What follows belongs to an exercise in optimizing a design on an open flow for small area, a short achievable clock period and few clock cycles per item; a production flow would make more cautious choices. At most, simulation tests tie the RTL to the original design; equivalence was not proved. No activity file was given, so power comes from the tool's default toggle rates.

==> module wbps_window, before the edit <==
module wbps_window (
  input  wire logic         clk_i,
  input  wire logic         step_i,      
  input  wire logic         first_i,     
  input  wire logic [4:0]   nm1_i,
  output logic      [15:0]  off_o
);
  logic [15:0] off_q;
  logic [15:0] n16;
  assign n16 = 16'(nm1_i) + 16'd1;
  always_ff @(posedge clk_i) begin
    if (step_i) begin
      if (first_i) begin
        off_q <= 16'd1 - n16;
      end else if (off_q != ~n16) begin
        off_q <= off_q + 16'd1;
      end
    end
  end
  assign off_o = off_q;
endmodule
==> module wildcard_byte_pattern_scanner_core, before the edit <==
module wildcard_byte_pattern_scanner_core (
  input  wire logic         clk_i,
  input  wire logic         rst_ni,
  input  wire logic         cfg_we_i,
  input  wire logic [2:0]   cfg_idx_i,
  input  wire logic [63:0]  cfg_data_i,
  input  wire logic         in_valid_i,
  input  wire wbps_pkg::in_t in_data_i,
  output logic              in_stall_o,
  output logic              out_valid_o,
  output wbps_pkg::out_t    out_data_o,
  input  wire logic         out_stall_i
);
  logic [4:0]       nm1;
  logic [3:0]       wvld;
  logic [3:0][63:0] pat;
  logic             load;
  logic             step;
  logic             hit;
  logic [15:0]      off;
  logic             last_q;    
  logic             first_q;   
  logic             fresh_q;   
  logic             done_q;    
  logic             ov_q;
  logic             found_q;
  assign in_stall_o = out_stall_i;
  assign load       = in_valid_i && !out_stall_i;
  assign step       = fresh_q && !out_stall_i;
  wbps_cfg u_cfg (
    .clk_i      (clk_i),
    .rst_ni     (rst_ni),
    .cfg_we_i   (cfg_we_i),
    .cfg_idx_i  (cfg_idx_i),
    .cfg_data_i (cfg_data_i),
    .nm1_o      (nm1),
    .wvld_o     (wvld),
    .pat_o      (pat)
  );
  wbps_match u_match (
    .clk_i     (clk_i),
    .load_i    (load),
    .restart_i (last_q),
    .byte_i    (in_data_i.region_byte),
    .wvld_i    (wvld),
    .pat_i     (pat),
    .nm1_i     (nm1),
    .hit_o     (hit)
  );
  wbps_window u_window (
    .clk_i   (clk_i),
    .step_i  (step),
    .first_i (first_q),
    .nm1_i   (nm1),
    .off_o   (off)
  );
  always_ff @(posedge clk_i or negedge rst_ni) begin
    if (!rst_ni) begin
      last_q  <= 1'b1;
      fresh_q <= 1'b0;
      ov_q    <= 1'b0;
    end else if (!out_stall_i) begin
      fresh_q <= in_valid_i;
      ov_q    <= fresh_q && !done_q && (hit || last_q);
      if (in_valid_i) last_q <= in_data_i.region_end;
    end
  end
  always_ff @(posedge clk_i) begin
    if (load) begin
      first_q <= last_q;
      done_q  <= !last_q && (done_q || hit);
    end
    if (!out_stall_i) found_q <= hit;
  end
  assign out_valid_o             = ov_q;
  assign out_data_o.found        = found_q;
  assign out_data_o.match_offset = found_q ? off : 16'd0;
endmodule
clock: 7.5 ns
lec_check: 0
cap_margin: 20
core_margin: 2
core_utilization: 62
cts_buf_list: sky130_fd_sc_hd__clkbuf_16
cts_cluster_diameter: 80
cts_cluster_size: 32
place_density: 0.75
setup_slack_margin: 4.4
slew_margin: 20
standard.sh (not shown) runs the stock make flow with config.mk's settings and CLKGATE_MAP_FILE= SYNTH_SCRIPT=/design/flow/synth_recipe.tcl, a recipe that flattens the netlist after the stock synthesis.
==> flow/flow/run.sh <==
#!/bin/bash
# Standard layout, with plain buf_1 cells as the port buffers.
set -euo pipefail
bash standard.sh "BUFFER_PORTS_ARGS=-buffer_cell sky130_fd_sc_hd__buf_1" finish > standard_flow.log 2>&1
Next try:
--- a/flow/design.v
+++ b/flow/design.v
@@ -63,6 +63,7 @@
   input  wire logic         clk_i,
   input  wire logic         step_i,      
   input  wire logic         first_i,     
+  input  wire logic         zero_i,      
   input  wire logic [4:0]   nm1_i,
   output logic      [15:0]  off_o
 );
@@ -71,7 +72,9 @@
   assign n16 = 16'(nm1_i) + 16'd1;
   always_ff @(posedge clk_i) begin
     if (step_i) begin
-      if (first_i) begin
+      if (zero_i) begin
+        off_q <= 16'd0;
+      end else if (first_i) begin
         off_q <= 16'd1 - n16;
       end else if (off_q != ~n16) begin
         off_q <= off_q + 16'd1;
@@ -168,6 +171,7 @@
     .clk_i   (clk_i),
     .step_i  (step),
     .first_i (first_q),
+    .zero_i  (last_q && !hit),
     .nm1_i   (nm1),
     .off_o   (off)
   );
@@ -191,7 +195,7 @@
   end
   assign out_valid_o             = ov_q;
   assign out_data_o.found        = found_q;
-  assign out_data_o.match_offset = found_q ? off : 16'd0;
+  assign out_data_o.match_offset = off;
 endmodule
 `default_nettype wire
 `default_nettype none
Wire length came out lower by 1.2%.
Register-to-register slack improved by 120 ps.
Fmax is about the same.
Setup slack degrades by 5.7 ps.
Global-route usage is lower by 0.46 points.
Power hardly moves.
Cell area barely changes.
Clock-buffer cell count stays the same.
Synthesized area grows by about 0.54%.
Core utilization decreases by 0.30 points.
Die area climbs by about 0.5%.
Final cell count goes down by 0.89%.
Non-clock buffer count stays the same.
Testbench counts after the change, summed over its fixed seeds: cycles 110,095, items 109,783.
Only the layout flow was run in the first run of this note; the RTL was not checked for function there.

## afterwards: timing with drivers on the ports
How much do the figures lean on ideal ports? The routed layouts below were timed once more, with nothing changed but the port constraints.
Step 1: set_driving_cell puts a clkbuf_16 on clk_i and a buf_2 on each other input, an assumption about the parent block.
Step 2 adds t to the input delays and takes it off the output delays; t is the mean of the earliest and latest rising clock arrival at the registers after step 1. Input paths then give back, and output paths get back, about the clock's delay inside the block.
Slacks: no drivers / after step 1 / after step 2; pairs: no drivers / after step 1.
run | shift t [ns] | setup slack, ns | worst hold slack (ns) | worst setup path after step 2 | worst register clock-pin slew, ns
the first run | 0.548 | 4.299 / 4.258 / 4.046 | 0.486 / 0.486 / 0.486 | input to register | 0.12 / 0.12
the second run | 0.545 | 4.293 / 4.246 / 3.950 | 0.488 / 0.488 / 0.488 | input to register | 0.11 / 0.11
After both steps every run listed still meets setup and hold. The setup slack of the second run, which loses most, moves by -0.047 ns with the drivers and by -0.343 ns with both steps.
